Context: an optimization exercise on an open-source flow, tuned for small area, a short achievable clock period and few clock cycles per item. The choices shown serve that exercise and are no tape-out recipe.
RTL that was checked went through simulation tests only; none was proved equivalent to the original.
Power figures rest on the tool's default switching activity, not on a simulated workload.

## reorder_buffer_commit_retire_unit
module reorder_buffer_commit_retire_unit
#(
    parameter int RING_DEPTH = 64
) (
    input  wire logic                  i_clk,
    input  wire logic                  i_rst_n,
    input  wire logic                  start,
    output logic                       busy,
    input  wire logic [35:0]           i_cmd,
    output logic                       o_done,
    output logic [101:0]               o_result,
    input  wire logic                  i_cfg_we,
    input  wire logic [1:0]            i_cfg_index,
    input  wire logic [6:0]            i_cfg_data
);
Size: roughly 1500 cells after synthesis, roughly 150 I/O pins, roughly 14000 um2 of cells after synthesis.
Settings: LEC_CHECK=0, CAP_MARGIN=20, CORE_MARGIN=2, CORE_UTILIZATION=40, SETUP_SLACK_MARGIN=1.8, SLEW_MARGIN=20; clock period 5.0 ns.
standard.sh (not shown) runs the stock make flow with config.mk's settings and CLKGATE_MAP_FILE= SYNTH_SCRIPT=/design/flow/synth_recipe.tcl, a recipe that flattens the netlist after the stock synthesis.
==> flow/flow/run.sh <==
#!/bin/bash
# The standard layout, with resizer and synthesis options changed:
# - the port buffers are plain buffers (the default pick is a slow delay buffer);
# - resizing may swap a cell for one of another footprint;
# - adders are left to ABC instead of being mapped to the library's
#   ripple full/half-adder cells, so ABC can restructure them for speed.
set -euo pipefail
bash standard.sh "BUFFER_PORTS_ARGS=-buffer_cell sky130_fd_sc_hd__buf_1" \
    MATCH_CELL_FOOTPRINT=0 ADDER_MAP_FILE= finish > make_finish.log 2>&1
Change:
SETUP_SLACK_MARGIN = 1.6   (was 1.8)
Outcome: Count of clock-buffer cells in the layout climbs by 4; wire length is lower by 3.0%; global-route usage goes down by 0.58 points.
Function was not checked in any run of this note: the RTL went through the layout flow alone.

Another version of the RTL of reorder_buffer_commit_retire_unit (not shown whole).
For scale: ~1600 cells after synthesis, roughly 150 I/O pins, about 0.015 mm^2 of cells after synthesis.
clock: 5.0 ns
lec_check: 0
cap_margin: 20
core_margin: 2
core_utilization: 40
slew_margin: 20
run.sh (not shown) runs the stock make flow with config.mk's settings and CLKGATE_MAP_FILE= SYNTH_SCRIPT=/design/flow/synth_recipe.tcl, a recipe that flattens the netlist after the stock synthesis.
Stock flow here: none of the scripts above is used.
The baseline produced a clean layout.
Testbench counts at the start, summed over its fixed seeds: cycles 24,121, items 24,000.
==> next run, changes <==
SETUP_SLACK_MARGIN = 2.2   (was default)
Result: The changed run finished clean; design area grows by 15%; die area does not change; hold slack gets worse by 0.010 ns; via count came out higher by about 8%; worst setup slack gets better by 0.48 ns; total power grows by 2.7%; area after synthesis stays the same.

rev 12:
reorder_buffer_commit_retire_unit, a different RTL version from the one above (not shown whole).
Size: roughly 150 I/O pins, about 14000 sq um of cells after synthesis.
clock: 5.0 ns
lec_check: 0
cap_margin: 20
core_margin: 2
core_utilization: 40
setup_slack_margin: 1.6
slew_margin: 20
standard.sh (not shown) runs the stock make flow with config.mk's settings and CLKGATE_MAP_FILE= SYNTH_SCRIPT=/design/flow/synth_recipe.tcl, a recipe that flattens the netlist after the stock synthesis.
Scripts as last shown in full above: flow/flow/run.sh
### rev 12 -> rev 13
--- a/flow/config.mk
+++ b/flow/config.mk
@@ -9,4 +9,4 @@
 export CORE_MARGIN = 2
 export CORE_UTILIZATION = 40
-export SETUP_SLACK_MARGIN = 1.6
+export SETUP_SLACK_MARGIN = 1.8
 export SLEW_MARGIN = 20
## What came out
Lower part of the total power dissipated in the clock network was reported by rev 13, not rev 12. Delta (rev 13 minus rev 12): area share of fa/ha/maj cells after synthesis ~0 delta; maximum fanout along the worst path ~0 delta; met3 track demand over resource in global routing ~0 delta. [compare] base=rev 12 new=rev 13: total power down about 6%; wire length lower; fraction of area in registers fell 0.27 points. In rev 13, the via count came out 60 below the value in rev 12. Setup slack in rev 13 is larger than in rev 12. Rev 13 ended with every stage complete and zero timing, DRC or antenna violations. Rev 12 finished all stages; the layout is clean.
No functional check of the RTL was part of any run of this note.

## alpha
Another version of the RTL of reorder_buffer_commit_retire_unit (not shown whole).
Size in the first run: ~1,500 cells after synthesis, about 270 flip-flops, ~150 I/O pins, ~14,000 µm² of cells after synthesis.
clock: 5.0 ns
lec_check: 0
cap_margin: 20
core_margin: 2
core_utilization: 50
cts_cluster_diameter: 150
cts_cluster_size: 30
setup_slack_margin: 1.8
slew_margin: 20
Scripts as last shown in full above: flow/flow/run.sh
Testbench counts of alpha, summed over its fixed seeds: cycles 24,121, items 24,000.
Input-level comparison between beta and alpha:
- clearing CTS_CLUSTER_DIAMETER, which used to be 150
- swapping 50 for 40 in CORE_UTILIZATION
- clearing CTS_CLUSTER_SIZE, which used to be 30
Notes after the runs:
Area of the multi-input gates of beta falls short of that of alpha slightly. Total via count after detailed routing is higher on beta. Aggregate global-route resource usage on beta is down relative to alpha. Wire length reported by the detailed router in beta is about 3% above alpha. [beta] post-place setup slack rose 0.055 ns relative to alpha.
Inputs modified between beta and gamma:
- a change of CORE_UTILIZATION from 40 to 50
--- outcome ---
- Total routed wirelength: gamma vs beta down about 3%
- Relative to beta, the critical path depth of gamma is lower by 1.
- Part of the total power dissipated in the clock network ended up 0.2 points lower on gamma than on beta.
Input-level comparison between delta and gamma:
- CORE_UTILIZATION changed from 50 to 40
- SETUP_SLACK_MARGIN changed from 1.8 to 2.1
delta — wire length of the first global-routing pass about 4% higher, gamma as reference
The number of well taps reported for delta is greater than that of gamma by about 30%.
Post-route clock period utilization ended up 0.15 points higher on delta than on gamma.
There was hardly any difference in post-synthesis instance area between gamma and delta.
Across gamma and delta, none had a timing, DRC or antenna violation.
The fmax on delta is in line with that on gamma.
Diff gamma -> delta: required time at the worst-slack endpoint dropped 0.04 ns; part of the total power dissipated in combinational logic climbed 0.4 points.

reorder_buffer_commit_retire_unit again, from the RTL that the note above started with.
==> flow/config.mk <==
export PLATFORM = sky130hd
export DESIGN_NAME = reorder_buffer_commit_retire_unit
export DESIGN_NICKNAME = reorder_buffer_commit_retire_unit
export VERILOG_FILES = /design/flow/design.v
export SDC_FILE = /design/flow/constraint.sdc
export NUM_CORES = 4
export LEC_CHECK = 0
export CAP_MARGIN = 20
export CORE_MARGIN = 2
export CORE_UTILIZATION = 50
export CTS_CLUSTER_DIAMETER = 150
export CTS_CLUSTER_SIZE = 25
export SETUP_SLACK_MARGIN = 1.9
export SLEW_MARGIN = 20
==> flow/constraint.sdc <==
create_clock -name core_clock -period 5.0 [get_ports {i_clk}]
set_input_delay 1.0000 -clock core_clock [delete_from_list [all_inputs] [get_ports {i_clk}]]
set_output_delay 1.0000 -clock core_clock [all_outputs]
set_load 0.01 [all_outputs]
Scripts as last shown in full above: flow/flow/run.sh
Testbench counts at the start, summed over its fixed seeds: cycles 24,121, items 24,000.
Next try:
--- a/flow/config.mk
+++ b/flow/config.mk
@@ -11,4 +11,4 @@
 export CTS_CLUSTER_DIAMETER = 150
 export CTS_CLUSTER_SIZE = 25
-export SETUP_SLACK_MARGIN = 1.9
+export SETUP_SLACK_MARGIN = 1.7
 export SLEW_MARGIN = 20
Result:
- final cell count went down by 0.82%
- global-route usage fell by 0.70 points
- power fell by 1.4%
- core utilization goes down by 2.0 points
Next try:
--- a/flow/config.mk
+++ b/flow/config.mk
@@ -8,7 +8,5 @@
 export CAP_MARGIN = 20
 export CORE_MARGIN = 2
-export CORE_UTILIZATION = 50
-export CTS_CLUSTER_DIAMETER = 150
-export CTS_CLUSTER_SIZE = 25
-export SETUP_SLACK_MARGIN = 1.7
+export CORE_UTILIZATION = 40
+export SETUP_SLACK_MARGIN = 2.0
 export SLEW_MARGIN = 20
After rerunning:
- setup slack improves by 0.088 ns
- wire length went up by 11%
- first-iteration DRC count went up by 0.58%
- power went up by 24%
- global-route usage went down by 2.9 points
- register-to-register slack improves by 0.09 ns
- non-clock buffer count went up by 28
- final cell count went up by 9.0%
- via count went up by 4.8%
- fmax went up by 2.8%

the baseline:
Another version of the RTL of reorder_buffer_commit_retire_unit (not shown whole).
For scale: roughly 260 flip-flops, ~150 I/O pins, roughly 13000 um^2 of cells after synthesis.
export LEC_CHECK = 0
export CAP_MARGIN = 20
export CORE_MARGIN = 2
export CORE_UTILIZATION = 40
export SETUP_SLACK_MARGIN = 2.0
export SLEW_MARGIN = 20
create_clock -name core_clock -period 5.0 [get_ports {i_clk}]
Scripts as last shown in full above: flow/flow/run.sh
Testbench counts of the baseline, summed over its fixed seeds: cycles 24,121, items 24,000.
### the baseline -> the candidate
- a change of SETUP_SLACK_MARGIN from 2.0 to 1.5
==> flow/run.sh (new file) <==
#!/bin/bash
# synth_recipe.tcl (not shown) runs the flow's synth.tcl, then flattens the netlist and writes it again
# the make line also repeats each setting of config.mk as NAME=value (left out here)
make -C /OpenROAD-flow-scripts/flow DESIGN_CONFIG=/design/flow/config.mk WORK_HOME=/design/flow/orfs CLKGATE_MAP_FILE= SYNTH_SCRIPT=/design/flow/synth_recipe.tcl finish
removed: flow/flow/run.sh
removed: flow/standard.sh
Of the candidate and the baseline, it is the candidate that has the higher first-pass GRT wire length. Taking the baseline as the reference, in the candidate area inside the core boundary increased about 4%, number of non-filler instances in the completed layout increased 17, total via count in the routed design increased 185. Est. power | the candidate vs the baseline | the candidate higher.

RTL: one of the versions met above, not the one the previous note started from.
Size in the first run: ~1500 cells after synthesis, about 270 flip-flops, roughly 14000 um2 of cells after synthesis.
==> flow/config.mk <==
export PLATFORM = sky130hd
export DESIGN_NAME = reorder_buffer_commit_retire_unit
export DESIGN_NICKNAME = reorder_buffer_commit_retire_unit
export VERILOG_FILES = /design/flow/design.v
export SDC_FILE = /design/flow/constraint.sdc
export NUM_CORES = 4
export LEC_CHECK = 0
export CAP_MARGIN = 20
export CORE_MARGIN = 2
export CORE_UTILIZATION = 50
export CTS_CLUSTER_DIAMETER = 150
export CTS_CLUSTER_SIZE = 25
export SETUP_SLACK_MARGIN = 2.0
export SLEW_MARGIN = 20
==> flow/constraint.sdc <==
create_clock -name core_clock -period 5.0 [get_ports {i_clk}]
set_input_delay 1.0000 -clock core_clock [delete_from_list [all_inputs] [get_ports {i_clk}]]
set_output_delay 1.0000 -clock core_clock [all_outputs]
set_load 0.01 [all_outputs]
==> flow/flow/run.sh <==
#!/bin/bash
# The standard layout, with resizer and synthesis options changed:
# - the port buffers are plain buffers (the default pick is a slow delay buffer);
# - resizing may swap a cell for one of another footprint;
# - adders are left to ABC instead of being mapped to the library's
#   ripple full/half-adder cells, so ABC can restructure them for speed.
set -euo pipefail
bash standard.sh "BUFFER_PORTS_ARGS=-buffer_cell sky130_fd_sc_hd__buf_1" \
    MATCH_CELL_FOOTPRINT=0 ADDER_MAP_FILE= finish > make_finish.log 2>&1
Testbench counts at the start, summed over its fixed seeds: cycles 24,121, items 24,000.
Then changed:
- CORE_UTILIZATION: 50 -> 40
- CTS_CLUSTER_DIAMETER: 150 -> not set
- CTS_CLUSTER_SIZE: 25 -> not set
- GPL_TIMING_DRIVEN: not set -> 1
- SETUP_SLACK_MARGIN: 2.0 -> 1.8
Outcome: Total power is higher by 18%. Hold slack hardly moves. Sequential power stays flat. Routed wire length is higher by 2.8%. Final area is about the same. Final cell count is higher by 5.8%.

==> static timing again, ports no longer ideal <==
In the flow no input, the clock included, has a driving cell. The finished layouts below were timed again as built, in two steps. Step 1 (the two cells are an assumption about what drives the block):
set clk [get_ports {i_clk}]
set_driving_cell -lib_cell sky130_fd_sc_hd__clkbuf_16 $clk
set_driving_cell -lib_cell sky130_fd_sc_hd__buf_2 [delete_from_list [all_inputs] $clk]
Step 2 moves the port delays by t, midway between the first and last clock arrival at a register: inputs arrive t later, outputs are due t later. That takes back most of the time a late clock gives input paths. Three values: no drivers, after step 1, after step 2; two values: the first two.
run	t, ns	setup WS [ns]	pins driven straight from the clock port
the first run of note 1	0.613	1.884 / 1.858 / 1.275	1
the second run of note 1	0.612	1.658 / 1.679 / 1.067	1
the first run of note 2	0.609	1.146 / 1.175 / 0.566	1
the second run of note 2	0.613	1.624 / 1.624 / 1.299	1
rev 12	0.566	1.587 / 1.587 / 1.021	1
rev 13	0.616	1.660 / 1.667 / 1.051	1
alpha	0.543	1.826 / 1.826 / 1.323	1
beta	0.603	1.840 / 1.825 / 1.223	1
gamma	0.601	1.847 / 1.849 / 1.250	1
delta	0.613	1.839 / 1.839 / 1.235	1
the first run of note 5	0.554	1.864 / 1.860 / 1.306	1
the second run of note 5	0.558	1.780 / 1.780 / 1.231	1
the third run of note 5	0.601	1.868 / 1.868 / 1.354	1
the baseline	0.610	1.630 / 1.604 / 0.994	1
the candidate	0.611	1.575 / 1.520 / 1.039	1
the first run of note 7	0.548	1.862 / 1.862 / 1.323	1
the second run of note 7	0.603	1.840 / 1.825 / 1.223	1
After both steps setup and hold are still met in every run listed. For the baseline, which loses most, drivers alone change the setup slack by -0.026 ns; drivers and shift together by -0.636 ns.
